Context: an optimization exercise on an open-source flow, tuned for small area, a short achievable clock period and few clock cycles per item. The choices shown serve that exercise and are no tape-out recipe.
Only simulation tests tie the RTL to the original design; equivalence was not proved.
Power and IR drop assume default switching activity.

### design/flow/run.sh
#!/bin/bash
# synth_recipe.tcl (not shown) runs the flow's synth.tcl, then flattens the netlist and writes it again
# the make line also repeats each setting of config.mk as NAME=value (left out here)
make -C /OpenROAD-flow-scripts/flow DESIGN_CONFIG=/design/flow/config.mk WORK_HOME=/design/flow/orfs CLKGATE_MAP_FILE= SYNTH_SCRIPT=/design/flow/synth_recipe.tcl finish
### design/flow/config.mk
export PLATFORM = sky130hd
export DESIGN_NAME = div_top
export DESIGN_NICKNAME = div_top
export VERILOG_FILES = /design/flow/design.v
export SDC_FILE = /design/flow/constraint.sdc
export NUM_CORES = 4
export LEC_CHECK = 0
export ABC_AREA = 1
export CAP_MARGIN = 20
export CORE_MARGIN = 2
export CORE_UTILIZATION = 65
export SETUP_SLACK_MARGIN = 2.0
export SLEW_MARGIN = 20
### design/flow/constraint.sdc
create_clock -name core_clock -period 5.5 [get_ports {CLK}]
set_input_delay 1.1000 -clock core_clock [delete_from_list [all_inputs] [get_ports {CLK}]]
set_output_delay 1.1000 -clock core_clock [all_outputs]
set_load 0.01 [all_outputs]
### design/flow/design.v
`default_nettype none
package div_pkg;
  localparam int DATA_W = 32;
  localparam int STEPS = 1;
  localparam int QB     = 2 * STEPS;         
  localparam int QB_LG  = (QB <= 1) ? 0 : (QB <= 2) ? 1 : (QB <= 4) ? 2 : 3;
  localparam int DVS_W  = DATA_W + QB;       
  localparam int CNT_W  = 6 - QB_LG;         
  localparam logic [DATA_W-1:0] INT_MIN = {1'b1, {(DATA_W-1){1'b0}}};
  localparam logic [1:0] OP_DIV  = 2'd0;
  localparam logic [1:0] OP_DIVU = 2'd1;
  localparam logic [1:0] OP_REM  = 2'd2;
  localparam logic [1:0] OP_REMU = 2'd3;
  localparam int OP_REM_BIT   = 1;
  localparam int OP_UNSGN_BIT = 0;
endpackage
`default_nettype wire
`timescale 1ns/1ps
`default_nettype none
module div_add #(
  parameter int W = 32
) (
  input  wire  [W-1:0] a,
  input  wire  [W-1:0] b,
  input  wire          cin,
  output logic [W-1:0] sum,
  output logic         cout
);
  localparam int LV = (W < 32) ? 5 : (W < 64) ? 6 : 7;   
  logic [LV:0][W:0] g;
  logic [LV:0][W:0] p;
  assign g[0] = {a & b, cin};
  assign p[0] = {a ^ b, 1'b0};
  for (genvar l = 0; l < LV; l++) begin : g_lvl
    for (genvar i = 0; i <= W; i++) begin : g_bit
      if ((i >> l) % 2 == 1) begin : g_op
        assign g[l+1][i] = g[l][i] | (p[l][i] & g[l][((i >> l) << l) - 1]);
        assign p[l+1][i] = p[l][i] & p[l][((i >> l) << l) - 1];
      end else begin : g_pass
        assign g[l+1][i] = g[l][i];
        assign p[l+1][i] = p[l][i];
      end
    end
  end
  assign sum  = p[0][W:1] ^ g[LV][W-1:0];
  assign cout = g[LV][W];
endmodule
module div_radix4_stage #(
  parameter int DVW = 34
) (
  input  wire  [div_pkg::DATA_W-1:0]    in_rem,
  input  wire  [DVW-1:0]                in_dvs,
  output logic [div_pkg::DATA_W-1:0]    out_rem,
  output logic [1:0]                    digit
);
  localparam int DW = div_pkg::DATA_W;
  localparam int XW = DVW + 2;   
  logic [XW-1:0] r, ne, ne2, s3, c3;
  logic [XW-1:0] d1, d2, d3;
  logic          q1, q2, q3;
  assign r   = {{(XW-DW){1'b0}}, in_rem};
  assign ne  = ~{3'b000, in_dvs[DVW-1:1]};
  assign ne2 = ~{2'b00, in_dvs};
  assign s3 = r ^ ne ^ ne2;
  assign c3 = (r & ne) | (r & ne2) | (ne & ne2);
  div_add #(.W(XW)) u_d1 (.a(r),  .b(ne),                  .cin(1'b1), .sum(d1), .cout(q1));
  div_add #(.W(XW)) u_d2 (.a(r),  .b(ne2),                 .cin(1'b1), .sum(d2), .cout(q2));
  div_add #(.W(XW)) u_d3 (.a(s3), .b({c3[XW-2:0], 1'b1}),  .cin(1'b1), .sum(d3), .cout());
  assign q3 = ~d3[XW-1];
  always_comb begin
    if (q3) begin
      out_rem = d3[DW-1:0];
      digit   = 2'd3;
    end else if (q2) begin
      out_rem = d2[DW-1:0];
      digit   = 2'd2;
    end else if (q1) begin
      out_rem = d1[DW-1:0];
      digit   = 2'd1;
    end else begin
      out_rem = in_rem;
      digit   = 2'd0;
    end
  end
endmodule
`default_nettype wire
`timescale 1ns/1ps
`default_nettype none
module div_stage_array (
  input  wire                          CLK,
  input  wire                          RST_N,
  input  wire                          load,      
  input  wire                          out_free,  
  input  wire  [div_pkg::DATA_W-1:0]   in_rem,
  input  wire  [div_pkg::DVS_W-1:0]    in_dvs,
  input  wire  [div_pkg::CNT_W-1:0]    in_cnt,
  input  wire                          in_neg,
  input  wire                          in_op_rem,
  input  wire                          in_q_ones,
  output logic [div_pkg::DATA_W-1:0]   out_mag,   
  output logic                         neg,
  output logic                         q_ones,
  output logic                         last,      
  output logic                         busy
);
  localparam int DW = div_pkg::DATA_W;
  localparam int VW = div_pkg::DVS_W;
  localparam int QB = div_pkg::QB;
  logic [DW-1:0]             rem, quo;
  logic [VW-1:0]             dvs;
  logic [div_pkg::CNT_W-1:0] cnt;    
  logic                      op_rem;
  logic                      adv;
  logic [DW-1:0]             t_rem;
  logic [1:0]                t_dig;
  div_radix4_stage #(.DVW(VW)) u_step (
    .in_rem  (rem),
    .in_dvs  (dvs),
    .out_rem (t_rem),
    .digit   (t_dig)
  );
  assign last    = busy & (cnt == '0);
  assign adv     = busy & (~last | out_free);
  assign out_mag = op_rem ? t_rem : {quo[DW-QB-1:0], t_dig};
  always_ff @(posedge CLK) begin
    if (!RST_N) begin
      busy <= 1'b0;
    end else if (load) begin
      busy <= 1'b1;
    end else if (last & out_free) begin
      busy <= 1'b0;
    end
  end
  always_ff @(posedge CLK) begin
    if (load) begin
      rem    <= in_rem;
      quo    <= '0;
      dvs    <= in_dvs;
      cnt    <= in_cnt;
      neg    <= in_neg;
      op_rem <= in_op_rem;
      q_ones <= in_q_ones;
    end else if (adv) begin
      rem    <= t_rem;
      quo    <= {quo[DW-QB-1:0], t_dig};
      dvs    <= {{QB{1'b0}}, dvs[VW-1:QB]};
      cnt    <= cnt - 1'b1;
    end
  end
endmodule
`default_nettype wire
`timescale 1ns/1ps
`default_nettype none
module div_operand_prep (
  input  wire                          CLK,
  input  wire                          RST_N,
  input  wire  [div_pkg::DATA_W-1:0]   req_a,
  input  wire  [div_pkg::DATA_W-1:0]   req_b,
  input  wire  [1:0]                   req_op,
  input  wire                          accept,   
  input  wire                          take,     
  output logic [div_pkg::DATA_W-1:0]   rem,      
  output logic [div_pkg::DVS_W-1:0]    dvs,      
  output logic [div_pkg::CNT_W-1:0]    cnt,      
  output logic                         q_ones,   
  output logic                         neg,      
  output logic                         op_rem,
  output logic                         valid
);
  localparam int DW = div_pkg::DATA_W;
  localparam int QB = div_pkg::QB;
  logic [DW-1:0]             in_a, in_b;     
  logic [5:0]                in_la, in_lb;   
  logic                      in_a_p2, in_b_p2;
  logic                      in_a_neg, in_b_neg, in_dz, in_rem;
  logic                      sgn, a_neg, b_neg, a_p2, b_p2;
  logic [DW-1:0]             ya, yb, a_mag, b_mag;
  logic [5:0]                la, lb;
  logic [6:0]                t, k;
  logic                      none;
  assign sgn   = ~req_op[div_pkg::OP_UNSGN_BIT];
  assign a_neg = sgn & req_a[DW-1];
  assign b_neg = sgn & req_b[DW-1];
  assign ya    = req_a ^ {DW{a_neg}};
  assign yb    = req_b ^ {DW{b_neg}};
  div_lzc u_lza (.x(ya), .n(la));
  div_lzc u_lzb (.x(yb), .n(lb));
  always_comb begin
    a_p2 = a_neg;
    b_p2 = b_neg;
    for (int i = 0; i < DW-1; i++) begin
      a_p2 = a_p2 & (ya[i] | ~ya[i+1]);
      b_p2 = b_p2 & (yb[i] | ~yb[i+1]);
    end
  end
  always_ff @(posedge CLK) begin
    if (!RST_N) begin
      valid <= 1'b0;
    end else if (accept) begin
      valid <= 1'b1;
    end else if (take) begin
      valid <= 1'b0;
    end
  end
  always_ff @(posedge CLK) begin
    if (accept) begin
      in_a     <= ya;
      in_b     <= yb;
      in_la    <= la;
      in_lb    <= lb;
      in_a_p2  <= a_p2;
      in_b_p2  <= b_p2;
      in_a_neg <= a_neg;
      in_b_neg <= b_neg;
      in_dz    <= (req_b == '0);
      in_rem   <= req_op[div_pkg::OP_REM_BIT];
    end
  end
  div_cinc #(.W(DW)) u_inca (.x(in_a), .inc(in_a_neg), .y(a_mag));
  div_cinc #(.W(DW)) u_incb (.x(in_b), .inc(in_b_neg), .y(b_mag));
  div_add #(.W(7)) u_t (.a({1'b0, in_lb}), .b(~{1'b0, in_la}), .cin(in_a_p2), .sum(t), .cout());
  div_add #(.W(7)) u_k (.a(t),             .b(7'd0),            .cin(~in_b_p2), .sum(k), .cout());
  assign rem    = a_mag;
  assign none   = in_dz | k[6];
  assign dvs    = ({{QB{1'b0}}, b_mag} << (k[4:0] | 5'd1)) | {(DW+QB){none}};
  assign cnt    = none ? '0 : k[5:1];
  assign q_ones = in_dz & ~in_rem;
  assign neg    = in_rem ? in_a_neg : (in_a_neg ^ in_b_neg) & ~in_dz;
  assign op_rem = in_rem;
endmodule
`default_nettype wire
`default_nettype none
module div_lzc (
  input  wire  [31:0] x,
  output logic [5:0]  n
);
  logic [15:0]      v0;
  logic [15:0][0:0] c0;
  logic [7:0]       v1;
  logic [7:0][1:0]  c1;
  logic [3:0]       v2;
  logic [3:0][2:0]  c2;
  logic [1:0]       v3;
  logic [1:0][3:0]  c3;
  logic             v4;
  logic [4:0]       c4;
  for (genvar i = 0; i < 16; i++) begin : g_l0
    assign v0[i] = x[2*i+1] | x[2*i];
    assign c0[i] = ~x[2*i+1];
  end
  for (genvar i = 0; i < 8; i++) begin : g_l1
    assign v1[i] = v0[2*i+1] | v0[2*i];
    assign c1[i] = v0[2*i+1] ? {1'b0, c0[2*i+1]} : {1'b1, c0[2*i]};
  end
  for (genvar i = 0; i < 4; i++) begin : g_l2
    assign v2[i] = v1[2*i+1] | v1[2*i];
    assign c2[i] = v1[2*i+1] ? {1'b0, c1[2*i+1]} : {1'b1, c1[2*i]};
  end
  for (genvar i = 0; i < 2; i++) begin : g_l3
    assign v3[i] = v2[2*i+1] | v2[2*i];
    assign c3[i] = v2[2*i+1] ? {1'b0, c2[2*i+1]} : {1'b1, c2[2*i]};
  end
  assign v4 = v3[1] | v3[0];
  assign c4 = v3[1] ? {1'b0, c3[1]} : {1'b1, c3[0]};
  assign n = v4 ? {1'b0, c4} : 6'd32;
endmodule
module div_cinc #(
  parameter int W = 32
) (
  input  wire  [W-1:0] x,
  input  wire          inc,
  output logic [W-1:0] y
);
  localparam int LV = (W <= 32) ? 5 : 6;   
  logic [LV:0][W-1:0] a;
  assign a[0] = {x[W-2:0], 1'b1};
  for (genvar l = 0; l < LV; l++) begin : g_lvl
    for (genvar i = 0; i < W; i++) begin : g_bit
      if ((i >> l) % 2 == 1) begin : g_op
        assign a[l+1][i] = a[l][i] & a[l][((i >> l) << l) - 1];
      end else begin : g_pass
        assign a[l+1][i] = a[l][i];
      end
    end
  end
  assign y = x ^ ({W{inc}} & a[LV]);
endmodule
module div_cneg #(
  parameter int W = 32
) (
  input  wire  [W-1:0] x,
  input  wire          neg,
  output logic [W-1:0] y
);
  localparam int LV = (W <= 32) ? 5 : 6;   
  logic [LV:0][W-1:0] o;
  assign o[0] = {x[W-2:0], 1'b0};
  for (genvar l = 0; l < LV; l++) begin : g_lvl
    for (genvar i = 0; i < W; i++) begin : g_bit
      if ((i >> l) % 2 == 1) begin : g_op
        assign o[l+1][i] = o[l][i] | o[l][((i >> l) << l) - 1];
      end else begin : g_pass
        assign o[l+1][i] = o[l][i];
      end
    end
  end
  assign y = x ^ ({W{neg}} & o[LV]);
endmodule
`default_nettype wire
`timescale 1ns/1ps
`default_nettype none
module div_result_fix (
  input  wire                          CLK,
  input  wire                          RST_N,
  input  wire  [div_pkg::DATA_W-1:0]   mag,
  input  wire                          neg,
  input  wire                          q_ones,
  input  wire                          put,        
  input  wire                          res_ready,
  output logic                         free,       
  output logic                         free_held,  
  output logic [div_pkg::DATA_W-1:0]   res,
  output logic                         res_valid
);
  logic [div_pkg::DATA_W-1:0] r_mag, sgn_mag;
  logic                       r_neg, r_q_ones, r_valid, move;
  assign move = r_valid & (~res_valid | res_ready);
  assign free_held = ~r_valid | ~res_valid;
  assign free      = free_held | res_ready;
  always_ff @(posedge CLK) begin
    if (!RST_N) begin
      r_valid <= 1'b0;
    end else if (put) begin
      r_valid <= 1'b1;
    end else if (move) begin
      r_valid <= 1'b0;
    end
  end
  always_ff @(posedge CLK) begin
    if (put) begin
      r_mag    <= mag;
      r_neg    <= neg;
      r_q_ones <= q_ones;
    end
  end
  div_cneg #(.W(div_pkg::DATA_W)) u_neg (.x(r_mag), .neg(r_neg), .y(sgn_mag));
  always_ff @(posedge CLK) begin
    if (!RST_N) begin
      res_valid <= 1'b0;
    end else if (move) begin
      res_valid <= 1'b1;
    end else if (res_ready) begin
      res_valid <= 1'b0;
    end
  end
  always_ff @(posedge CLK) begin
    if (move) begin
      res <= r_q_ones ? '1 : sgn_mag;
    end
  end
endmodule
`default_nettype wire
`timescale 1ns/1ps
`default_nettype none
module div_top (
  input  wire                         CLK,
  input  wire                         RST_N,
  input  wire  [div_pkg::DATA_W-1:0]  req_a,
  input  wire  [div_pkg::DATA_W-1:0]  req_b,
  input  wire  [1:0]                  req_op,
  input  wire                         req_valid,
  output logic                        req_ready,
  output logic [div_pkg::DATA_W-1:0]  res,
  output logic                        res_valid,
  input  wire                         res_ready
);
  localparam int DW = div_pkg::DATA_W;
  logic [DW-1:0]              p_rem;
  logic [div_pkg::DVS_W-1:0]  p_dvs;
  logic [div_pkg::CNT_W-1:0]  p_cnt;
  logic                       p_q_ones, p_neg, p_op_rem, p_valid;
  logic [DW-1:0]              c_mag;
  logic                       c_neg, c_q_ones, c_last, c_busy;
  logic                       r_free, r_free_held, rr_any, put, load, accept;
  assign put       = c_last & r_free;
  assign load      = p_valid & (~c_busy | put);
  assign accept    = req_valid & req_ready;
  assign rr_any    = ~p_valid | ~c_busy | (c_last & r_free_held);
  assign req_ready = RST_N & (rr_any | (c_last & res_ready));
  div_operand_prep u_prep (
    .CLK    (CLK),
    .RST_N  (RST_N),
    .req_a  (req_a),
    .req_b  (req_b),
    .req_op (req_op),
    .accept (accept),
    .take   (load),
    .rem    (p_rem),
    .dvs    (p_dvs),
    .cnt    (p_cnt),
    .q_ones (p_q_ones),
    .neg    (p_neg),
    .op_rem (p_op_rem),
    .valid  (p_valid)
  );
  div_stage_array u_core (
    .CLK       (CLK),
    .RST_N     (RST_N),
    .load      (load),
    .out_free  (r_free),
    .in_rem    (p_rem),
    .in_dvs    (p_dvs),
    .in_cnt    (p_cnt),
    .in_neg    (p_neg),
    .in_op_rem (p_op_rem),
    .in_q_ones (p_q_ones),
    .out_mag   (c_mag),
    .neg       (c_neg),
    .q_ones    (c_q_ones),
    .last      (c_last),
    .busy      (c_busy)
  );
  div_result_fix u_fix (
    .CLK       (CLK),
    .RST_N     (RST_N),
    .mag       (c_mag),
    .neg       (c_neg),
    .q_ones    (c_q_ones),
    .put       (put),
    .res_ready (res_ready),
    .free      (r_free),
    .free_held (r_free_held),
    .res       (res),
    .res_valid (res_valid)
  );
endmodule
`default_nettype wire
==> impl_metrics.prom, run 1 <==
# TYPE chip_impl_metric gauge
chip_impl_info{name="ys.flop_type",value="edfxtp_1"} 1
chip_impl_info{name="unrepaired_setup_endpoints_after_global_routing",value="true"} 1
chip_impl_metric{name="clock-skew-final",unit="ns"} 0.02495
chip_impl_metric{name="synth_edf_count",unit=""} 222
chip_impl_metric{name="dr_vias",unit=""} 20680
chip_impl_info{name="cts_root_buf",value="clkbuf_16"} 1
chip_impl_metric{name="ios",unit=""} 104
chip_impl_metric{name="grt_pass1_vias",unit=""} 19380
chip_impl_metric{name="cts-htree-levels",unit=""} 1
chip_impl_metric{name="final_cell_area",unit="sq mm"} 0.02499
chip_impl_metric{name="core_area",unit="sq mm"} 0.03336
chip_impl_metric{name="synth_async_sr_flop_share",unit="%"} 0
chip_impl_metric{name="insertion_delay",unit="ns"} 0.57
chip_impl_metric{name="timing.max_slew.rel_slack",unit="%"} 27.53
chip_impl_metric{name="first_iteration_detailed_routing_drc_count",unit=""} 2165
chip_impl_metric{name="synth.ff_latch_count",unit=""} 256
chip_impl_info{name="tritoncts",value="yes"} 1
chip_impl_metric{name="clk_path_buf_depth",unit=""} 3
chip_impl_metric{name="gp_routability_congestion",unit=""} 1.015
chip_impl_metric{name="globalRoute.totalOverflow",unit=""} 0
chip_impl_metric{name="yosysWarningCount",unit=""} 4
chip_impl_metric{name="n_fill_cell",unit=""} 2507
chip_impl_metric{name="place_hpwl",unit="mm"} 45.65
chip_impl_metric{name="mappedNetlistArea",unit="sq mm"} 0.02187
chip_impl_metric{name="r2r_slack",unit="ns"} 2.04
chip_impl_metric{name="multiInputGateArea",unit="sq mm"} 0.01293
chip_impl_metric{name="timing.setup.tns",unit="ns"} 0
chip_impl_metric{name="drv_cap",unit=""} 0
chip_impl_metric{name="postCtsHoldBufs",unit=""} 0
chip_impl_metric{name="peakVddDrop",unit="V"} 0.0003220
chip_impl_metric{name="die-area",unit="sq mm"} 0.03513
chip_impl_metric{name="postSynthCellCount",unit=""} 2869
chip_impl_metric{name="post-route-period-util",unit="%"} 62.97
chip_impl_info{name="layout_commonest_cell",value="nand2_1"} 1
chip_impl_metric{name="route.final.wire_length",unit="mm"} 62.82
chip_impl_metric{name="reg2reg_depth",unit=""} 18
chip_impl_metric{name="avgRoutedWirePerCell",unit="microns"} 18.24
chip_impl_metric{name="drtAntennaViolNets",unit=""} 0
chip_impl_metric{name="start_util",unit="%"} 65.54
chip_impl_metric{name="grt_start_max_net_pins",unit=""} 83
chip_impl_metric{name="route.detailed.vias_per_inst",unit=""} 6.005
chip_impl_info{name="run_status",value="no timing/DRC/antenna violations"} 1
chip_impl_metric{name="tightest_slew",unit="ns"} 1.079
chip_impl_metric{name="placed_area",unit="sq mm"} 0.02314
chip_impl_metric{name="hold-path-cell-count",unit=""} 0
chip_impl_info{name="worst_hold_path_type",value="flip-flop to flip-flop"} 1
chip_impl_metric{name="num_antenna_cells",unit=""} 0
chip_impl_metric{name="chipHeight",unit="microns"} 187.4
chip_impl_info{name="layout_common_cells",value="748 x nand2_1, 381 x nand3_1, 328 x inv_1"} 1
chip_impl_metric{name="report.final.slew_viol_count",unit=""} 0
chip_impl_metric{name="grt_util_all_layers",unit="%"} 34.44
chip_impl_metric{name="power_density",unit="mW/mm^2"} 431.9
chip_impl_metric{name="synth_sequential_area_ratio",unit="%"} 33.60
chip_impl_metric{name="cellLeakagePower",unit="nW"} 11.30
chip_impl_metric{name="numCtsBuffers",unit=""} 28
chip_impl_metric{name="yosys.cell_types.count",unit=""} 70
chip_impl_info{name="cp-start-kind",value="flip-flop"} 1
chip_impl_metric{name="placement.io_buffers",unit=""} 103
chip_impl_metric{name="clock_sinks",unit=""} 256
chip_impl_metric{name="cts.reportedPaths.clkPinSlew",unit="ns"} 0.07
chip_impl_metric{name="report.final.setup_viol",unit=""} 0
chip_impl_metric{name="area_delta_synth_final",unit="%"} 14.25
chip_impl_metric{name="syn-num-nets",unit=""} 3096
chip_impl_metric{name="drtPass1Iterations",unit=""} 6
chip_impl_metric{name="layout.area.seq",unit="sq mm"} 0.007347
chip_impl_metric{name="remaining_drc_errors",unit=""} 0
chip_impl_metric{name="design.final.nets",unit=""} 3201
chip_impl_metric{name="worst-endpoint-required",unit="ns"} 5.83
chip_impl_metric{name="antenna_violations_before_repair",unit=""} 0
chip_impl_metric{name="grt_pass1_wl",unit="mm"} 97.97
chip_impl_metric{name="post-route-min-period",unit="ns"} 3.463
chip_impl_info{name="worst_setup_path_end_kind",value="flip-flop"} 1
chip_impl_metric{name="final-hold-violation-count",unit=""} 0
chip_impl_info{name="timing_worst_setup_path_type",value="flip-flop to flip-flop"} 1
chip_impl_metric{name="max_freq",unit="GHz"} 0.2888
chip_impl_metric{name="fp.dieW",unit="microns"} 187.4
chip_impl_metric{name="fraction_of_final_layout_cells_sized_beyond_drive_strength_1",unit="%"} 11.25
chip_impl_metric{name="crit_arrival",unit="ns"} 3.79
chip_impl_metric{name="postSynthAreaPerCell",unit="sq um"} 7.622
chip_impl_metric{name="rows",unit=""} 67
chip_impl_metric{name="critical_path_peak_fanout",unit=""} 5
## cell usage after synthesis (all sizes together), types with 3 or more instances
master	n	area, sq um
a31oi	5	31.28
a21oi	144	777.0
nor2	182	805.8
or2	16	100.1
o22ai	6	43.79
clkbuf	35	131.4
a211oi	4	40.03
clkinv	3	12.51
nand2	786	3048
nor3	38	225.2
xor2	75	833.3
ha	111	1389
xnor2	47	471.7
edfxtp	222	6666
o31ai	3	22.52
a21o	7	52.55
inv	382	1436
o211ai	16	120.1
a221oi	3	32.53
a21boi	7	52.55
a22oi	34	255.2
buf	58	396.6
o221ai	11	96.34
fa	46	920.9
nor4	12	81.33
o21bai	9	67.56
nand4	48	300.3
dfxtp	34	680.7
nand3b	23	192.7
o21ai	103	523.0
nand3	388	1967
## final timing paths
kind	startpoint	end
min	u_core.q_ones	u_fix.r_q_ones
min reg2reg	u_core.q_ones	u_fix.r_q_ones
max	u_core.dvs[3]	u_core.rem[3]
max reg2reg	u_core.dvs[3]	u_core.rem[3]
## logic make-up after synthesis
logic type | after synthesis | share of synthesized area (%)
buf+inv | 478 | 9.040
fa+ha+maj | 157 | 10.56
compound gates | 358 | 9.910
mux | 1 | 0.04577
simple gates | 1497 | 30.88
flops | 256 | 33.60
xor+xnor | 122 | 5.967
## critical path: stages, from the launching register on
cell and delay [ns]:
edfxtp_1 0.40, inv_2 0.09, buf_4 0.14, fa_1 0.54, ha_1 0.32, nand2_1 0.06, inv_1 0.07, nand4_1 0.12
nand3_2 0.14, nand2_2 0.08, nand2_4 0.12, nand2_1 0.12, nand2_4 0.14, a21oi_4 0.09, buf_12 0.17, buf_2 0.16
or2_2 0.30, nand3_1 0.11, nand2_1 0.06
## power breakdown
| part | switching, mW | internal (mW) |
|---|---|---|
| combinational | 3.88 | 2.19 |
| sequential | 0.231 | 2.43 |
| clock | 0.835 | 1.22 |
## per-layer routing
layer / part of all wire (%) / vias up / global-route usage [%] / routed length, microns
li1: - / 9803 / - / -
met1: 39 / 9563 / 44.49 / 24460
met2: 47 / 1109 / 57.21 / 29380
met3: 9.1 / 207 / 4.953 / 5700
met4: 5.2 / 0 / 16.75 / 3284
met5: 0 / - / 0 / 0
## what timing repair did
| action | CTS | global route |
|---|---|---|
| setup buffers | 16 | 25 |
| cloned | 4 | 4 |
| resized for setup | 44 | 72 |
| endpoints found under the setup margin | 102 | 113 |
| pin swaps | 3 | 6 |
## through the flow
stage / cells / utilization, % / power (mW) / setup WS [ns] / hold slack (ns)
after floorplan: 2869 / - / 6.725 / 0.2565 / 0.4003
after global placement: 3343 / 69.37 / 7.827 / 1.481 / 0.4049
after detailed placement: 3343 / 69.37 / 8.036 / 1.429 / 0.4258
after CTS: 3415 / 73.28 / 10.28 / 1.972 / 0.4398
after global routing: 3444 / 74.89 / 11.48 / 1.924 / 0.4462
final: 3444 / 74.89 / 10.79 / 2.037 / 0.4381
## sequential cells by signal (all words and copies together) (netlist names), 5 cells and up
signal / cells
u_core.cnt: 5
u_core.dvs: 34
u_core.quo: 30
u_core.rem: 32
u_fix.r_mag: 32
u_fix.res: 32
u_prep.in_a: 32
u_prep.in_b: 32
u_prep.in_la: 6
u_prep.in_lb: 6
## final cells by class
class | count | area share [%]
Clock buffer | 28 | 2.804
Clock inverter | 24 | 1.267
Inverter | 385 | 6.094
Multi-Input combinational cell | 2138 | 51.74
Sequential cell | 256 | 29.41
Tap cell | 448 | 2.243
Timing Repair Buffer | 163 | 6.390
Timing Repair inverter | 2 | 0.06009
Testbench counts, summed over its fixed seeds: cycles 51,178, items 16,000.
==> inputs of run 2 (changes only) <==
--- a/design/flow/config.mk
+++ b/design/flow/config.mk
@@ -10,4 +10,4 @@
 export CORE_MARGIN = 2
 export CORE_UTILIZATION = 65
-export SETUP_SLACK_MARGIN = 2.0
+export SETUP_SLACK_MARGIN = 2.5
 export SLEW_MARGIN = 20
==> impl_metrics.prom, run 2 <==
# TYPE chip_impl_metric gauge
chip_impl_info{name="run_status",value="no timing/DRC/antenna violations"} 1
chip_impl_metric{name="fin_worst_hold_slack",unit="ns"} 0.4235
chip_impl_metric{name="timing.max_slew.rel_slack",unit="%"} 27.54
chip_impl_metric{name="max_freq",unit="GHz"} 0.2721
chip_impl_metric{name="cellLeakagePower",unit="nW"} 12.62
chip_impl_metric{name="power_density",unit="mW/mm^2"} 467.1
chip_impl_metric{name="worst-endpoint-required",unit="ns"} 5.85
chip_impl_metric{name="syn-num-nets",unit=""} 3096
chip_impl_metric{name="first_iteration_detailed_routing_drc_count",unit=""} 3822
chip_impl_info{name="synthTopCellsByArea",value="edfxtp_1 30%, nand2_1 13%, nand3_1 8.8%"} 1
chip_impl_metric{name="peakVddDrop",unit="V"} 0.0003479
chip_impl_metric{name="final_cell_area",unit="sq mm"} 0.02827
chip_impl_metric{name="ios",unit=""} 104
chip_impl_metric{name="postSynthAreaPerCell",unit="sq um"} 7.622
chip_impl_info{name="ys.flop_type",value="edfxtp_1"} 1
chip_impl_metric{name="final-hold-violation-count",unit=""} 0
chip_impl_metric{name="drv_cap",unit=""} 0
chip_impl_metric{name="clk_path_buf_depth",unit=""} 3
chip_impl_metric{name="rows",unit=""} 67
chip_impl_metric{name="drtPass1Iterations",unit=""} 15
chip_impl_metric{name="numCtsBuffers",unit=""} 29
chip_impl_metric{name="grt_pass1_vias",unit=""} 20830
chip_impl_metric{name="start_util",unit="%"} 65.54
chip_impl_info{name="worst_hold_path_type",value="flip-flop to flip-flop"} 1
chip_impl_metric{name="placement.io_buffers",unit=""} 103
chip_impl_metric{name="avgRoutedWirePerCell",unit="microns"} 21.93
chip_impl_info{name="timing_worst_setup_path_type",value="flip-flop to flip-flop"} 1
chip_impl_metric{name="grt_start_max_net_pins",unit=""} 83
chip_impl_metric{name="mappedNetlistArea",unit="sq mm"} 0.02187
chip_impl_metric{name="postCtsHoldBufs",unit=""} 0
chip_impl_metric{name="fraction_of_final_layout_cells_sized_beyond_drive_strength_1",unit="%"} 24.12
chip_impl_metric{name="post-route-min-period",unit="ns"} 3.675
chip_impl_metric{name="synth_sequential_area_ratio",unit="%"} 33.60
chip_impl_metric{name="cts.reportedPaths.clkPinSlew",unit="ns"} 0.07
chip_impl_metric{name="report.final.setup_viol",unit=""} 0
chip_impl_metric{name="gp_routability_congestion",unit=""} 0.9818
chip_impl_metric{name="die-area",unit="sq mm"} 0.03513
chip_impl_metric{name="globalRoute.totalOverflow",unit=""} 0
chip_impl_metric{name="dr_vias",unit=""} 23360
chip_impl_metric{name="yosysTopAreaCellShare",unit="%"} 30.48
chip_impl_metric{name="antenna_violations_before_repair",unit=""} 1
chip_impl_metric{name="clock_sinks",unit=""} 256
chip_impl_metric{name="yosysWarningCount",unit=""} 4
chip_impl_metric{name="tightest_slew",unit="ns"} 1.084
chip_impl_info{name="largest_register_by_flop_count",value="u_core.dvs"} 1
chip_impl_metric{name="largest_register_ffs",unit=""} 34
chip_impl_metric{name="cts-htree-levels",unit=""} 1
chip_impl_metric{name="route.detailed.vias_per_inst",unit=""} 6.506
chip_impl_metric{name="report.final.slew_viol_count",unit=""} 0
chip_impl_metric{name="clock-skew-final",unit="ns"} 0.01778
chip_impl_metric{name="utilization",unit="%"} 84.74
chip_impl_info{name="layout_commonest_cell",value="nand2_1"} 1
chip_impl_metric{name="grt_util_all_layers",unit="%"} 38.43
chip_impl_metric{name="crit_arrival",unit="ns"} 4.03
chip_impl_metric{name="timing.setup.tns",unit="ns"} 0
chip_impl_metric{name="core_area",unit="sq mm"} 0.03336
chip_impl_metric{name="chipHeight",unit="microns"} 187.4
chip_impl_metric{name="synth_edf_count",unit=""} 222
chip_impl_info{name="synth.top_cells.by_count",value="757 x nand2_1, 383 x nand3_1, 360 x inv_1"} 1
chip_impl_info{name="layout_common_cells",value="655 x nand2_1, 314 x inv_1, 303 x nand3_1"} 1
chip_impl_info{name="cp-start-kind",value="flip-flop"} 1
chip_impl_info{name="worst_setup_path_end_kind",value="flip-flop"} 1
chip_impl_metric{name="drtAntennaViolNets",unit=""} 0
chip_impl_metric{name="remaining_drc_errors",unit=""} 0
chip_impl_metric{name="design.final.nets",unit=""} 3346
chip_impl_info{name="unrepaired_setup_endpoints_after_global_routing",value="true"} 1
chip_impl_info{name="cts_root_buf",value="clkbuf_16"} 1
chip_impl_metric{name="yosys.cell_types.count",unit=""} 70
chip_impl_info{name="post-synth-top-count-cell",value="nand2_1"} 1
chip_impl_metric{name="synth.ff_latch_count",unit=""} 256
chip_impl_info{name="tritoncts",value="yes"} 1
chip_impl_info{name="synthDominantAreaCellType",value="edfxtp_1"} 1
chip_impl_metric{name="synth_async_sr_flop_share",unit="%"} 0
chip_impl_metric{name="n_fill_cell",unit=""} 1878
chip_impl_metric{name="total_power",unit="mW"} 13.21
chip_impl_metric{name="placed_area",unit="sq mm"} 0.02317
chip_impl_metric{name="critical_path_peak_fanout",unit=""} 10
chip_impl_metric{name="route.final.wire_length",unit="mm"} 78.74
chip_impl_metric{name="grt_pass1_wl",unit="mm"} 107.7
chip_impl_metric{name="postSynthCellCount",unit=""} 2869
chip_impl_metric{name="area_delta_synth_final",unit="%"} 29.28
chip_impl_metric{name="r2r_slack",unit="ns"} 1.83
chip_impl_metric{name="fp.dieW",unit="microns"} 187.4
chip_impl_metric{name="post-route-period-util",unit="%"} 66.82
chip_impl_metric{name="place_hpwl",unit="mm"} 45.86
chip_impl_metric{name="insertion_delay",unit="ns"} 0.62
run 2: cell counts after synthesis:
Identical to the previous run, type by type.
run 2: path summary, 6_finish.rpt:
check / depth (start not counted) / endpoint / from
max: 17 / u_core.rem[8] / u_core.dvs[11]
min: 0 / u_fix.r_q_ones / u_core.q_ones
max reg2reg: 17 / u_core.rem[8] / u_core.dvs[11]
min reg2reg: 0 / u_fix.r_q_ones / u_core.q_ones
run 2: report_power, final:
group	switching (mW)	leakage, nW	internal (mW)	total, mW
combinational	5.24	9.79	3.30	8.54
sequential	0.231	2.36	2.43	2.66
clock	0.892	0.476	1.11	2.00
run 2: cell type report:
type	count	area, sq um	share of cell area (%)
tap	448	560.5	1.983
timing repair inverter	4	32.53	0.1151
sequential	256	7347	25.99
multi-input combinational	2144	14680	51.93
timing repair buffer	299	3099	10.96
inverter	385	1572	5.559
antenna	1	2.502	0.008851
clock buffer	34	807.0	2.854
clock inverter	20	168.9	0.5975
run 2: kinds of logic (layout without fill, tap and decap cells):
family / Yosys count / in the layout / share of synthesized area (%)
XOR/XNOR: 122 / 122 / 5.967
AO/OA/AOI/OAI: 358 / 359 / 9.910
buffers and inverters: 478 / 742 / 9.040
adder cells (fa/ha/maj): 157 / 157 / 10.56
AND/OR/NAND/NOR: 1497 / 1505 / 30.88
flip-flops: 256 / 256 / 33.60
multiplexers: 1 / 1 / 0.04577
other: 0 / 1 / 0
run 2: timing repair:
action                                  in CTS  in global routing
resized for setup                          291                302
endpoints found under the setup margin     240                119
buffers inserted                           104                 62
pin swaps                                   76                127
cloned                                      17                  7
run 2: worst max-delay path, cell delays in order, from the launching register on:
cell and delay (ns):
edfxtp_1 0.50, inv_4 0.11, ha_1 0.38, a21oi_1 0.23
nand2_2 0.18, a21oi_4 0.27, nand2_4 0.12, nand2_1 0.16
nand2_2 0.12, nand2_8 0.11, nand2_8 0.13, buf_12 0.22
inv_12 0.09, nand2_1 0.06, nand3_1 0.31, nand3_1 0.19
nand3_1 0.12, nand2_1 0.07
run 2: routing by layer:
metal / global-route usage (%) / vias to the layer above / wire (microns)
met2: 63.35 / 1927 / 35160
li1: - / 10100 / -
met4: 23.83 / 0 / 7088
met3: 6.698 / 619 / 10250
met1: 47.17 / 10720 / 26240
met5: 0 / - / 0
run 2: metrics by stage:
step	instances	setup WS (ns)
after CTS	3521	2.410
after floorplan	2869	0.2565
after global placement	3346	1.518
after global routing	3590	1.820
final	3591	1.825
after detailed placement	3346	1.425
==> inputs of run 3 (changes only) <==
--- a/design/flow/design.v
+++ b/design/flow/design.v
@@ -50,5 +50,5 @@
 ) (
   input  wire  [div_pkg::DATA_W-1:0]    in_rem,
-  input  wire  [DVW-1:0]                in_dvs,
+  input  wire  [DVW-1:0]                in_ndvs,   
   output logic [div_pkg::DATA_W-1:0]    out_rem,
   output logic [1:0]                    digit
@@ -60,6 +60,6 @@
   logic          q1, q2, q3;
   assign r   = {{(XW-DW){1'b0}}, in_rem};
-  assign ne  = ~{3'b000, in_dvs[DVW-1:1]};
-  assign ne2 = ~{2'b00, in_dvs};
+  assign ne  = {3'b111, in_ndvs[DVW-1:1]};
+  assign ne2 = {2'b11, in_ndvs};
   assign s3 = r ^ ne ^ ne2;
   assign c3 = (r & ne) | (r & ne2) | (ne & ne2);
@@ -93,5 +93,5 @@
   input  wire                          out_free,  
   input  wire  [div_pkg::DATA_W-1:0]   in_rem,
-  input  wire  [div_pkg::DVS_W-1:0]    in_dvs,
+  input  wire  [div_pkg::DVS_W-1:0]    in_ndvs,   
   input  wire  [div_pkg::CNT_W-1:0]    in_cnt,
   input  wire                          in_neg,
@@ -108,5 +108,5 @@
   localparam int QB = div_pkg::QB;
   logic [DW-1:0]             rem, quo;
-  logic [VW-1:0]             dvs;
+  logic [VW-1:0]             ndvs;   
   logic [div_pkg::CNT_W-1:0] cnt;    
   logic                      op_rem;
@@ -116,5 +116,5 @@
   div_radix4_stage #(.DVW(VW)) u_step (
     .in_rem  (rem),
-    .in_dvs  (dvs),
+    .in_ndvs (ndvs),
     .out_rem (t_rem),
     .digit   (t_dig)
@@ -136,5 +136,5 @@
       rem    <= in_rem;
       quo    <= '0;
-      dvs    <= in_dvs;
+      ndvs   <= in_ndvs;
       cnt    <= in_cnt;
       neg    <= in_neg;
@@ -144,5 +144,5 @@
       rem    <= t_rem;
       quo    <= {quo[DW-QB-1:0], t_dig};
-      dvs    <= {{QB{1'b0}}, dvs[VW-1:QB]};
+      ndvs   <= {{QB{1'b1}}, ndvs[VW-1:QB]};
       cnt    <= cnt - 1'b1;
     end
@@ -161,5 +161,5 @@
   input  wire                          take,     
   output logic [div_pkg::DATA_W-1:0]   rem,      
-  output logic [div_pkg::DVS_W-1:0]    dvs,      
+  output logic [div_pkg::DVS_W-1:0]    ndvs,     
   output logic [div_pkg::CNT_W-1:0]    cnt,      
   output logic                         q_ones,   
@@ -223,5 +223,5 @@
   assign rem    = a_mag;
   assign none   = in_dz | k[6];
-  assign dvs    = ({{QB{1'b0}}, b_mag} << (k[4:0] | 5'd1)) | {(DW+QB){none}};
+  assign ndvs   = ~(({{QB{1'b0}}, b_mag} << (k[4:0] | 5'd1)) | {(DW+QB){none}});
   assign cnt    = none ? '0 : k[5:1];
   assign q_ones = in_dz & ~in_rem;
@@ -377,5 +377,5 @@
   localparam int DW = div_pkg::DATA_W;
   logic [DW-1:0]              p_rem;
-  logic [div_pkg::DVS_W-1:0]  p_dvs;
+  logic [div_pkg::DVS_W-1:0]  p_ndvs;
   logic [div_pkg::CNT_W-1:0]  p_cnt;
   logic                       p_q_ones, p_neg, p_op_rem, p_valid;
@@ -397,5 +397,5 @@
     .take   (load),
     .rem    (p_rem),
-    .dvs    (p_dvs),
+    .ndvs   (p_ndvs),
     .cnt    (p_cnt),
     .q_ones (p_q_ones),
@@ -410,5 +410,5 @@
     .out_free  (r_free),
     .in_rem    (p_rem),
-    .in_dvs    (p_dvs),
+    .in_ndvs   (p_ndvs),
     .in_cnt    (p_cnt),
     .in_neg    (p_neg),
--- a/design/flow/config.mk
+++ b/design/flow/config.mk
@@ -10,4 +10,4 @@
 export CORE_MARGIN = 2
 export CORE_UTILIZATION = 65
-export SETUP_SLACK_MARGIN = 2.5
+export SETUP_SLACK_MARGIN = 2.0
 export SLEW_MARGIN = 20
==> impl_metrics.prom, run 3 <==
# TYPE chip_impl_metric gauge
chip_impl_metric{name="die-area",unit="sq mm"} 0.03483
chip_impl_info{name="layout_commonest_cell",value="nand2_1"} 1
chip_impl_metric{name="grt_pass1_vias",unit=""} 19410
chip_impl_metric{name="timing.setup.tns",unit="ns"} 0
chip_impl_metric{name="clock_power_share",unit="%"} 16.9
chip_impl_metric{name="postCtsHoldBufs",unit=""} 0
chip_impl_info{name="unrepaired_setup_endpoints_after_global_routing",value="true"} 1
chip_impl_metric{name="synth_sequential_area_ratio",unit="%"} 33.89
chip_impl_metric{name="postSynthAreaPerCell",unit="sq um"} 7.674
chip_impl_metric{name="yosysWarningCount",unit=""} 4
chip_impl_metric{name="rows",unit=""} 66
chip_impl_metric{name="grt_util_all_layers",unit="%"} 35.64
chip_impl_metric{name="final_cell_area",unit="sq mm"} 0.02461
chip_impl_metric{name="largest_register_ffs",unit=""} 34
chip_impl_metric{name="crit_arrival",unit="ns"} 3.78
chip_impl_metric{name="placement.io_buffers",unit=""} 103
chip_impl_metric{name="gp_routability_congestion",unit=""} 0.9935
chip_impl_info{name="run_status",value="no timing/DRC/antenna violations"} 1
chip_impl_metric{name="ios",unit=""} 104
chip_impl_metric{name="area_delta_synth_final",unit="%"} 13.51
chip_impl_metric{name="cts-htree-levels",unit=""} 1
chip_impl_metric{name="placement.setup.worst_slack",unit="ns"} 1.466
chip_impl_metric{name="design.final.nets",unit=""} 3165
chip_impl_metric{name="share_of_total_power_in_combinational_logic",unit="%"} 58.7
chip_impl_metric{name="synth.ff_latch_count",unit=""} 256
chip_impl_metric{name="drv_cap",unit=""} 0
chip_impl_info{name="timing_worst_setup_path_type",value="flip-flop to flip-flop"} 1
chip_impl_metric{name="numCtsBuffers",unit=""} 28
chip_impl_metric{name="post-route-min-period",unit="ns"} 3.452
chip_impl_info{name="synth.top_cells.by_count",value="759 x nand2_1, 411 x nand3_1, 320 x inv_1"} 1
chip_impl_metric{name="avgRoutedWirePerCell",unit="microns"} 18.55
chip_impl_metric{name="synth_edf_count",unit=""} 222
chip_impl_metric{name="worst-endpoint-required",unit="ns"} 5.83
chip_impl_metric{name="n_fill_cell",unit=""} 2484
chip_impl_metric{name="total_power",unit="mW"} 11.33
chip_impl_metric{name="critical_path_peak_fanout",unit=""} 16
chip_impl_metric{name="clk_path_buf_depth",unit=""} 3
chip_impl_metric{name="antenna_violations_before_repair",unit=""} 2
chip_impl_metric{name="layout.area.seq",unit="sq mm"} 0.007347
chip_impl_metric{name="grt_pass1_wl",unit="mm"} 99.97
chip_impl_metric{name="utilization",unit="%"} 75.25
chip_impl_metric{name="timing.max_slew.rel_slack",unit="%"} 29.59
chip_impl_metric{name="multiInputGateArea",unit="sq mm"} 0.01280
chip_impl_info{name="worst_hold_path_type",value="flip-flop to flip-flop"} 1
chip_impl_metric{name="fraction_of_final_layout_cells_sized_beyond_drive_strength_1",unit="%"} 9.926
chip_impl_metric{name="post-route-period-util",unit="%"} 62.77
chip_impl_info{name="post-synth-top-count-cell",value="nand2_1"} 1
chip_impl_metric{name="insertion_delay",unit="ns"} 0.58
chip_impl_metric{name="chipHeight",unit="microns"} 186.6
chip_impl_metric{name="fin_worst_hold_slack",unit="ns"} 0.4211
chip_impl_metric{name="clock-skew-final",unit="ns"} 0.03274
chip_impl_metric{name="synth_async_sr_flop_share",unit="%"} 0
chip_impl_metric{name="place.detailed.instances",unit=""} 3293
chip_impl_metric{name="syn-num-nets",unit=""} 3050
chip_impl_metric{name="drtAntennaViolNets",unit=""} 0
chip_impl_metric{name="max_freq",unit="GHz"} 0.2897
chip_impl_info{name="cts_root_buf",value="clkbuf_16"} 1
chip_impl_metric{name="report.final.slew_viol_count",unit=""} 0
chip_impl_metric{name="start_util",unit="%"} 66.29
chip_impl_info{name="layout_common_cells",value="746 x nand2_1, 411 x nand3_1, 314 x inv_1"} 1
chip_impl_metric{name="yosys.cell_types.count",unit=""} 67
chip_impl_metric{name="dr_vias",unit=""} 20490
chip_impl_metric{name="clock_sinks",unit=""} 256
chip_impl_info{name="synthDominantAreaCellType",value="edfxtp_1"} 1
chip_impl_info{name="worst_setup_path_end_kind",value="flip-flop"} 1
chip_impl_metric{name="placed_area",unit="sq mm"} 0.02286
chip_impl_metric{name="cts.reportedPaths.clkPinSlew",unit="ns"} 0.07
chip_impl_metric{name="core_area",unit="sq mm"} 0.03270
chip_impl_metric{name="final-hold-violation-count",unit=""} 0
chip_impl_metric{name="yosysTopAreaCellShare",unit="%"} 30.75
chip_impl_metric{name="grt_start_max_net_pins",unit=""} 83
chip_impl_info{name="synthTopCellsByArea",value="edfxtp_1 31%, nand2_1 13%, nand3_1 9.5%"} 1
chip_impl_metric{name="netSwitchingFraction",unit="%"} 47.26
chip_impl_metric{name="peakVddDrop",unit="V"} 0.0002857
chip_impl_metric{name="mappedNetlistArea",unit="sq mm"} 0.02168
chip_impl_metric{name="place_hpwl",unit="mm"} 45.20
chip_impl_info{name="largest_register_by_flop_count",value="u_core.ndvs"} 1
chip_impl_metric{name="seq_power_share",unit="%"} 24.4
chip_impl_metric{name="total_switching_power",unit="mW"} 5.354
chip_impl_metric{name="power.internal",unit="mW"} 5.973
chip_impl_metric{name="cellLeakagePower",unit="nW"} 11.24
chip_impl_info{name="cp-start-kind",value="flip-flop"} 1
chip_impl_metric{name="r2r_slack",unit="ns"} 2.05
chip_impl_metric{name="fp.dieW",unit="microns"} 186.6
chip_impl_metric{name="first_iteration_detailed_routing_drc_count",unit=""} 2161
chip_impl_metric{name="report.final.setup_viol",unit=""} 0
chip_impl_metric{name="route.final.wire_length",unit="mm"} 63.14
chip_impl_info{name="tritoncts",value="yes"} 1
chip_impl_info{name="ys.flop_type",value="edfxtp_1"} 1
chip_impl_metric{name="tightest_slew",unit="ns"} 1.056
chip_impl_metric{name="globalRoute.totalOverflow",unit=""} 0
chip_impl_metric{name="drtPass1Iterations",unit=""} 7
chip_impl_metric{name="num_antenna_cells",unit=""} 0
chip_impl_metric{name="remaining_drc_errors",unit=""} 0
chip_impl_metric{name="power_density",unit="mW/mm^2"} 460.3
chip_impl_metric{name="postLayoutSetupSlackWorst",unit="ns"} 2.048
chip_impl_metric{name="route.detailed.vias_per_inst",unit=""} 6.020
chip_impl_metric{name="postSynthCellCount",unit=""} 2825
chip_impl_metric{name="layout.cells.non_filler",unit=""} 3404
[run 3: changes by cell type after synthesis, moves of 9 or more]
cell | previous run | this run
inv_1 | 360 | 320
buf_6 | 4 | 18
o21ai_0 | 94 | 84
xnor2_1 | 42 | 53
nand3_1 | 383 | 411
nor2_1 | 155 | 127
o21ai_1 | 7 | 19
o221ai_1 | 11 | 2
[run 3: worst paths after layout]
kind	startpoint	end	cells past startpoint
setup / recovery	u_core.ndvs[2]	u_fix.r_mag[31]	18
hold / removal	u_core.neg	u_fix.r_neg	0
setup reg to reg	u_core.ndvs[2]	u_fix.r_mag[31]	18
hold reg to reg	u_core.neg	u_fix.r_neg	0
[run 3: area by class of cell]
class	instances	area share, %
Timing Repair Buffer	172	6.666
Tap cell	442	2.247
Multi-Input combinational cell	2138	52.02
Clock inverter	13	0.6508
Timing Repair inverter	1	0.03051
Sequential cell	256	29.86
Inverter	343	5.344
Clock buffer	39	3.183
[run 3: metal layers]
metal / up-vias / wire, microns / track usage [%]
met1: 9428 / 24190 / 44.88
met3: 255 / 5643 / 5.134
li1: 9724 / - / -
met4: 4 / 3824 / 19.99
met5: - / 23 / 0
met2: 1080 / 29450 / 59.12
[run 3: logic make-up (layout without fill, tap and decap cells)]
family / after synthesis / after routing / synth area share (%)
xor gates and xnor gates: 130 / 130 / 5.824
DFF: 256 / 256 / 33.89
AOI/OAI and AO/OA: 337 / 340 / 9.125
buffers and inverters: 436 / 568 / 8.652
and+or+nand+nor: 1511 / 1513 / 31.97
adders and majority gates: 155 / 155 / 10.54
[run 3: power by group through the flow]
stage                     logic, mW  registers (mW)  clock network (mW)
final                          6.65            2.76                1.92
after global placement         5.67            2.79                   0
after detailed placement       5.88            2.79                   0
after global routing           7.35            2.78                2.01
after floorplan                4.61            2.68                   0
after CTS                      6.17            2.75                1.93
[run 3: timing repair]
item / in CTS / in global routing
setup buffers: 24 / 29
gates resized for setup: 19 / 50
setup endpoints to repair: 88 / 94
cloned: 5 / 1
pin swaps: 7 / 10
[run 3: critical path, stage by stage (launching register included)]
cell and delay [ns]:
edfxtp_1 0.46, buf_4 0.18, fa_1 0.55, ha_4 0.23, a21oi_2 0.15, nand2_2 0.09, nand4_1 0.15, nand3_4 0.12
nand2_4 0.11, nand2_8 0.11, nand2_2 0.11, nand2_4 0.11, nand2_4 0.14, o21ai_4 0.08, buf_12 0.19, nand2_1 0.09
nand2_1 0.09, nand2_1 0.15, nand2_1 0.07
Testbench counts of run 3, summed over its fixed seeds: cycles 51,178, items 16,000.
==> inputs of run 4 (changes only) <==
--- a/design/flow/config.mk
+++ b/design/flow/config.mk
@@ -10,4 +10,4 @@
 export CORE_MARGIN = 2
 export CORE_UTILIZATION = 65
-export SETUP_SLACK_MARGIN = 2.0
+export SETUP_SLACK_MARGIN = 1.8
 export SLEW_MARGIN = 20
==> impl_metrics.prom, run 4 <==
# TYPE chip_impl_metric gauge
chip_impl_metric{name="timing.max_slew.rel_slack",unit="%"} 29.00
chip_impl_metric{name="postSynthCellCount",unit=""} 2825
chip_impl_metric{name="route.final.wire_length",unit="mm"} 61.52
chip_impl_metric{name="numCtsBuffers",unit=""} 28
chip_impl_info{name="ys.flop_type",value="edfxtp_1"} 1
chip_impl_info{name="cts_root_buf",value="clkbuf_16"} 1
chip_impl_metric{name="grt_util_all_layers",unit="%"} 34.97
chip_impl_info{name="tritoncts",value="yes"} 1
chip_impl_metric{name="global_route.usage.met1",unit="%"} 44.79
chip_impl_info{name="layout_common_cells",value="757 x nand2_1, 411 x nand3_1, 316 x inv_1"} 1
chip_impl_metric{name="delay_of_the_slowest_cell_on_the_worst_path",unit="ns"} 0.54
chip_impl_info{name="largest_register_by_flop_count",value="u_core.ndvs"} 1
chip_impl_metric{name="yosysWarningCount",unit=""} 4
chip_impl_metric{name="rows",unit=""} 66
chip_impl_metric{name="final_cell_area",unit="sq mm"} 0.02415
chip_impl_metric{name="grt_pass1_wl",unit="mm"} 98.45
chip_impl_metric{name="tightest_slew",unit="ns"} 1.065
chip_impl_metric{name="worst-endpoint-required",unit="ns"} 5.83
chip_impl_metric{name="ios",unit=""} 104
chip_impl_metric{name="clk_path_buf_depth",unit=""} 3
chip_impl_metric{name="clock_sinks",unit=""} 256
chip_impl_metric{name="postSynthAreaPerCell",unit="sq um"} 7.674
chip_impl_info{name="worst_setup_path_end_kind",value="flip-flop"} 1
chip_impl_metric{name="global_route.usage.met2",unit="%"} 58.96
chip_impl_info{name="post-synth-top-count-cell",value="nand2_1"} 1
chip_impl_metric{name="num_antenna_cells",unit=""} 0
chip_impl_metric{name="place_hpwl",unit="mm"} 45.20
chip_impl_info{name="unrepaired_setup_endpoints_after_global_routing",value="true"} 1
chip_impl_metric{name="fin_worst_hold_slack",unit="ns"} 0.4234
chip_impl_metric{name="synth.ff_latch_count",unit=""} 256
chip_impl_metric{name="gp_routability_congestion",unit=""} 0.9935
chip_impl_metric{name="largest_register_ffs",unit=""} 34
chip_impl_info{name="worst_hold_path_type",value="flip-flop to flip-flop"} 1
chip_impl_info{name="synthDominantAreaCellType",value="edfxtp_1"} 1
chip_impl_metric{name="synth_async_sr_flop_share",unit="%"} 0
chip_impl_metric{name="globalRoute.totalOverflow",unit=""} 0
chip_impl_metric{name="report.final.slew_viol_count",unit=""} 0
chip_impl_metric{name="antenna_violations_before_repair",unit=""} 0
chip_impl_metric{name="report.final.setup_viol",unit=""} 0
chip_impl_metric{name="cts.reportedPaths.clkPinSlew",unit="ns"} 0.07
chip_impl_info{name="synthTopCellsByArea",value="edfxtp_1 31%, nand2_1 13%, nand3_1 9.5%"} 1
chip_impl_info{name="timing.critical_path.slowest_stage_cell",value="fa_1"} 1
chip_impl_info{name="synth.top_cells.by_count",value="759 x nand2_1, 411 x nand3_1, 320 x inv_1"} 1
chip_impl_metric{name="peakVddDrop",unit="V"} 0.0003153
chip_impl_metric{name="grt_pass1_vias",unit=""} 19200
chip_impl_info{name="worst_path_dominant_cell_family",value="simple AND/OR/NAND/NOR gates"} 1
chip_impl_metric{name="fraction_of_final_layout_cells_sized_beyond_drive_strength_1",unit="%"} 7.992
chip_impl_metric{name="dr_vias",unit=""} 20300
chip_impl_metric{name="clock-skew-final",unit="ns"} 0.03173
chip_impl_metric{name="grt_start_max_net_pins",unit=""} 83
chip_impl_metric{name="power_density",unit="mW/mm^2"} 454.6
chip_impl_metric{name="timing.setup.tns",unit="ns"} 0
chip_impl_metric{name="design.final.nets",unit=""} 3131
chip_impl_info{name="worstPathCellList",value="fa_1, ha_1, nand2_1, nor4_1, nand2_2, nand2_4, nand2_2, nand2_4, a21oi_4, buf_4, buf_4, or2_2, nand3_1, nand2_1"} 1
chip_impl_info{name="top_usage_layer",value="met2"} 1
chip_impl_info{name="cp-start-kind",value="flip-flop"} 1
chip_impl_metric{name="drtAntennaViolNets",unit=""} 0
chip_impl_metric{name="critical_path.n_buffers_inverters",unit=""} 2
chip_impl_info{name="timing_worst_setup_path_type",value="flip-flop to flip-flop"} 1
chip_impl_metric{name="crit_arrival",unit="ns"} 3.91
chip_impl_metric{name="start_util",unit="%"} 66.29
chip_impl_info{name="layout_commonest_cell",value="nand2_1"} 1
chip_impl_metric{name="area_delta_synth_final",unit="%"} 11.42
chip_impl_metric{name="synth_edf_count",unit=""} 222
chip_impl_metric{name="first_iteration_detailed_routing_drc_count",unit=""} 2323
chip_impl_metric{name="yosys.cell_types.count",unit=""} 67
chip_impl_metric{name="final-hold-violation-count",unit=""} 0
chip_impl_metric{name="max_freq",unit="GHz"} 0.2790
chip_impl_metric{name="cellLeakagePower",unit="nW"} 11.06
chip_impl_metric{name="place.detailed.instances",unit=""} 3293
chip_impl_metric{name="chipHeight",unit="microns"} 186.6
chip_impl_metric{name="insertion_delay",unit="ns"} 0.58
chip_impl_metric{name="fp.dieW",unit="microns"} 186.6
chip_impl_metric{name="remaining_drc_errors",unit=""} 0
chip_impl_metric{name="avgRoutedWirePerCell",unit="microns"} 18.26
chip_impl_metric{name="post-route-period-util",unit="%"} 65.17
chip_impl_metric{name="route.detailed.vias_per_inst",unit=""} 6.023
chip_impl_metric{name="yosysTopAreaCellShare",unit="%"} 30.75
chip_impl_metric{name="mappedNetlistArea",unit="sq mm"} 0.02168
chip_impl_info{name="run_status",value="no timing/DRC/antenna violations"} 1
chip_impl_metric{name="drv_cap",unit=""} 0
chip_impl_metric{name="critical_path_peak_fanout",unit=""} 16
chip_impl_metric{name="syn-num-nets",unit=""} 3050
chip_impl_metric{name="die-area",unit="sq mm"} 0.03483
chip_impl_metric{name="placed_area",unit="sq mm"} 0.02286
chip_impl_metric{name="synth_sequential_area_ratio",unit="%"} 33.89
chip_impl_metric{name="globalRouteMet3Util",unit="%"} 3.818
chip_impl_metric{name="post-route-min-period",unit="ns"} 3.584
chip_impl_metric{name="cts-htree-levels",unit=""} 1
chip_impl_metric{name="core_area",unit="sq mm"} 0.03270
chip_impl_metric{name="drtPass1Iterations",unit=""} 6
chip_impl_metric{name="placement.io_buffers",unit=""} 103
chip_impl_metric{name="layout.cells.non_filler",unit=""} 3370
==> run 4: cell count changes in the layout (fill, tap and decap cells not counted), sizes merged <==
cell,delta
clkbuf,+1
inv,-1
clkdlybuf4s15,-2
clkinvlp,-1
buf,-32
nand2,-1
dlymetal6s2s,+1
clkinv,+1
==> run 4: layout make-up <==
class,instances,area [sq um]
inverter,343,1315
multi-input combinational,2137,12620
tap,442,553.0
timing repair buffer,140,1373
sequential,256,7347
clock buffer,39,783.3
clock inverter,13,160.2
fill,2558,8548
==> run 4: metrics by stage <==
stage / setup slack, ns / power, mW / util (%)
floorplan: 0.3544 / 7.289 / -
global placement: 1.512 / 8.455 / 69.90
detailed placement: 1.466 / 8.675 / 69.90
CTS: 1.772 / 10.72 / 73.21
global route: 1.800 / 11.79 / 73.86
finish: 1.916 / 10.98 / 73.86
==> run 4: power by group <==
| part | internal, mW | switching, mW |
|---|---|---|
| sequential | 2.46 | 0.304 |
| combinational | 2.24 | 4.05 |
| clock | 1.10 | 0.820 |
| total | 5.81 | 5.17 |
==> run 4: cell families (layout without fill, tap and decap cells) <==
family / after synthesis / in the layout / synth area share, %
adders and majority gates: 155 / 155 / 10.54
buffers and inverters: 436 / 535 / 8.652
xor gates and xnor gates: 130 / 130 / 5.824
AOI/OAI and AO/OA: 337 / 340 / 9.125
and+or+nand+nor: 1511 / 1512 / 31.97
DFF: 256 / 256 / 33.89
==> run 4: path summary, 6_finish.rpt <==
check / cells after the start / from / slack, ns / to
min: 0 / u_core.neg / 0.42 / u_fix.r_neg
max reg2reg: 14 / u_core.ndvs[11] / 1.92 / u_core.rem[7]
max: 14 / u_core.ndvs[11] / 1.92 / u_core.rem[7]
min reg2reg: 0 / u_core.neg / 0.42 / u_fix.r_neg
==> run 4: worst register-to-register path: cells and delay by family, from the launching register on <==
family          cells  cell delay (ns)
simple gates        9             1.48
flops               1             0.53
compound gates      1             0.08
fa+ha+maj           2             0.90
buf+inv             2             0.36
==> run 4: repair_timing <==
item | in CTS | in global routing
pin swaps | 2 | 7
resized for setup | 8 | 11
gates cloned | 3 | 1
endpoints found under the hold margin | 0 | 0
hold buffers | 0 | 0
setup endpoints to repair | 81 | 85
setup buffers | 5 | 16
==> run 4: routing by layer <==
layer | vias up | part of all wire (%)
li1 | 9655 | -
met1 | 9347 | 39
met5 | - | 0
met4 | 0 | 5.4
met2 | 1093 | 47
met3 | 204 | 8.5
==> inputs of run 5 (changes only) <==
--- a/design/flow/config.mk
+++ b/design/flow/config.mk
@@ -10,4 +10,4 @@
 export CORE_MARGIN = 2
 export CORE_UTILIZATION = 65
-export SETUP_SLACK_MARGIN = 1.8
+export SETUP_SLACK_MARGIN = 2.2
 export SLEW_MARGIN = 20
==> impl_metrics.prom, run 5 <==
# TYPE chip_impl_metric gauge
chip_impl_metric{name="area_delta_synth_final",unit="%"} 22.35
chip_impl_info{name="run_status",value="failed layout checks"} 1
chip_impl_metric{name="gp_routability_congestion",unit=""} 0.9951
chip_impl_metric{name="start_util",unit="%"} 66.29
chip_impl_metric{name="max_freq",unit="GHz"} 0.2636
chip_impl_metric{name="route.detailed.vias_per_inst",unit=""} 6.307
chip_impl_metric{name="synth_edf_count",unit=""} 222
chip_impl_metric{name="drtAntennaViolNets",unit=""} 0
chip_impl_info{name="synthDominantAreaCellType",value="edfxtp_1"} 1
chip_impl_metric{name="die-area",unit="sq mm"} 0.03483
chip_impl_metric{name="numCtsBuffers",unit=""} 29
chip_impl_metric{name="r2r_slack",unit="ns"} 1.71
chip_impl_info{name="layout_commonest_cell",value="nand2_1"} 1
chip_impl_info{name="worst_hold_path_type",value="flip-flop to flip-flop"} 1
chip_impl_metric{name="globalRoute.totalOverflow",unit=""} 0
chip_impl_metric{name="core_area",unit="sq mm"} 0.03270
chip_impl_metric{name="postCtsHoldBufs",unit=""} 0
chip_impl_metric{name="dr_vias",unit=""} 22070
chip_impl_info{name="synthTopCellsByArea",value="edfxtp_1 31%, nand2_1 13%, nand3_1 9.5%"} 1
chip_impl_metric{name="postSynthAreaPerCell",unit="sq um"} 7.674
chip_impl_metric{name="crit_arrival",unit="ns"} 4.10
chip_impl_metric{name="cts-htree-levels",unit=""} 1
chip_impl_info{name="so_faults",value="max-capacitance violations, max-slew violations"} 1
chip_impl_metric{name="report.final.slew_viol_count",unit=""} 4
chip_impl_metric{name="postSynthCellCount",unit=""} 2825
chip_impl_metric{name="timing.max_slew.rel_slack",unit="%"} -3.354
chip_impl_info{name="layout_common_cells",value="702 x nand2_1, 360 x nand3_1, 310 x inv_1"} 1
chip_impl_metric{name="clock-skew-final",unit="ns"} 0.01759
chip_impl_metric{name="tightest_slew",unit="ns"} 1.545
chip_impl_metric{name="drv_cap",unit=""} 1
chip_impl_info{name="timing_worst_setup_path_type",value="flip-flop to flip-flop"} 1
chip_impl_metric{name="yosys.cell_types.count",unit=""} 67
chip_impl_metric{name="peakVddDrop",unit="V"} 0.0003477
chip_impl_metric{name="grt_pass1_vias",unit=""} 20090
==> run 5: cell counts after synthesis <==
Identical to the previous run, type by type.
==> run 5: cell type report <==
type	count	area share, %
multi-input combinational	2141	52.18
sequential	256	27.70
timing repair buffer	262	9.543
inverter	343	5.014
clock buffer	38	2.981
tap	442	2.085
clock inverter	16	0.4576
timing repair inverter	1	0.02830
antenna	1	0.009434
==> run 5: cells by family (layout without fill, tap and decap cells) <==
group,count (synthesis),after routing,synth area share (%)
compound gates,337,341,9.125
xor+xnor,130,130,5.824
fa+ha+maj,155,155,10.54
buf+inv,436,660,8.652
flops,256,256,33.89
other cells,0,1,0
simple gates,1511,1515,31.97
==> run 5: repair_timing <==
action	CTS	global route
buffers inserted	71	66
gates resized for setup	74	219
setup endpoints to repair	135	132
pin swaps	29	80
cloned	8	5
endpoints found under the hold margin	0	0
==> run 5: worst max-delay path, cell delays in order (launching register included) <==
cell and delay [ns]:
edfxtp_1 0.51, fa_1 0.53, ha_1 0.33, nand2_1 0.06, nor2_1 1.14, nand2_8 0.20
o21ai_2 0.32, nand2_1 0.21, nand3_2 0.13, nand2_2 0.09
==> run 5: where the power goes <==
group,switching (mW),total (mW),internal (mW)
combinational,5.58,8.96,3.39
sequential,0.279,2.74,2.46
clock,0.851,1.88,1.03
==> run 5: worst paths after layout <==
| check | startpoint | to | cells after the start |
|---|---|---|---|
| worst max-delay path | u_core.ndvs[31] | u_core.rem[15] | 9 |
| worst min register to register | u_core.neg | u_fix.r_neg | 0 |
| worst max register to register | u_core.ndvs[31] | u_core.rem[15] | 9 |
| worst min-delay path | u_core.neg | u_fix.r_neg | 0 |
==> run 5: stage by stage <==
stage	hold WS [ns]	cells	instance area [sq um]	utilization, %	worst slack (ns)
after floorplan	0.4003	2825	21760	-	0.3544
after global placement	0.4083	3294	22880	69.98	1.537
after detailed placement	0.4105	3294	22880	69.98	1.495
after CTS	0.4251	3427	24860	76.03	2.144
after global routing	0.4461	3499	26520	81.10	1.413
final	0.4304	3500	26520	81.11	1.706
==> run 5: per-layer routing <==
metal  track usage [%]  part of all wire, %  routed length (microns)
met5                 0                 0.14                      105
met4             20.48                  8.0                     5803
met3             6.376                   12                     8757
met2             61.11                   45                    32430
met1             46.33                   35                    25500

[re-timing with driven ports]
No port has a modelled driver above. Below, the same layouts with a new extraction and two added sets of constraints. Step 1 (the two cells are an assumption about what drives the block):
set clk [get_ports {CLK}]
set_driving_cell -lib_cell sky130_fd_sc_hd__clkbuf_16 $clk
set_driving_cell -lib_cell sky130_fd_sc_hd__buf_2 [delete_from_list [all_inputs] $clk]
Step 2 also shifts input and output timing later by t, the mid clock arrival at the registers, as if the neighbouring blocks saw the same clock. Three values: no drivers, after step 1, after step 2; two values: the first two.
| run | t, ns | slack for setup (ns) | hold WS [ns] | worst register clock-pin slew, ns |
|---|---|---|---|---|
| run 1 | 0.617 | 2.037 / 2.037 / 1.572 | 0.438 / 0.438 / 0.438 | 0.07 / 0.07 |
| run 2 | 0.659 | 1.825 / 1.825 / 1.697 | 0.424 / 0.424 / 0.424 | 0.08 / 0.08 |
| run 3 | 0.614 | 2.048 / 2.048 / 1.678 | 0.421 / 0.421 / 0.421 | 0.07 / 0.07 |
| run 4 | 0.614 | 1.916 / 1.916 / 1.557 | 0.423 / 0.423 / 0.423 | 0.07 / 0.07 |
| run 5 | 0.631 | 1.706 / 1.706 / 1.684 | 0.430 / 0.430 / 0.430 | 0.07 / 0.07 |
The setup slack of run 1, which loses most, moves by 0.000 ns with the drivers and by -0.465 ns with both steps.
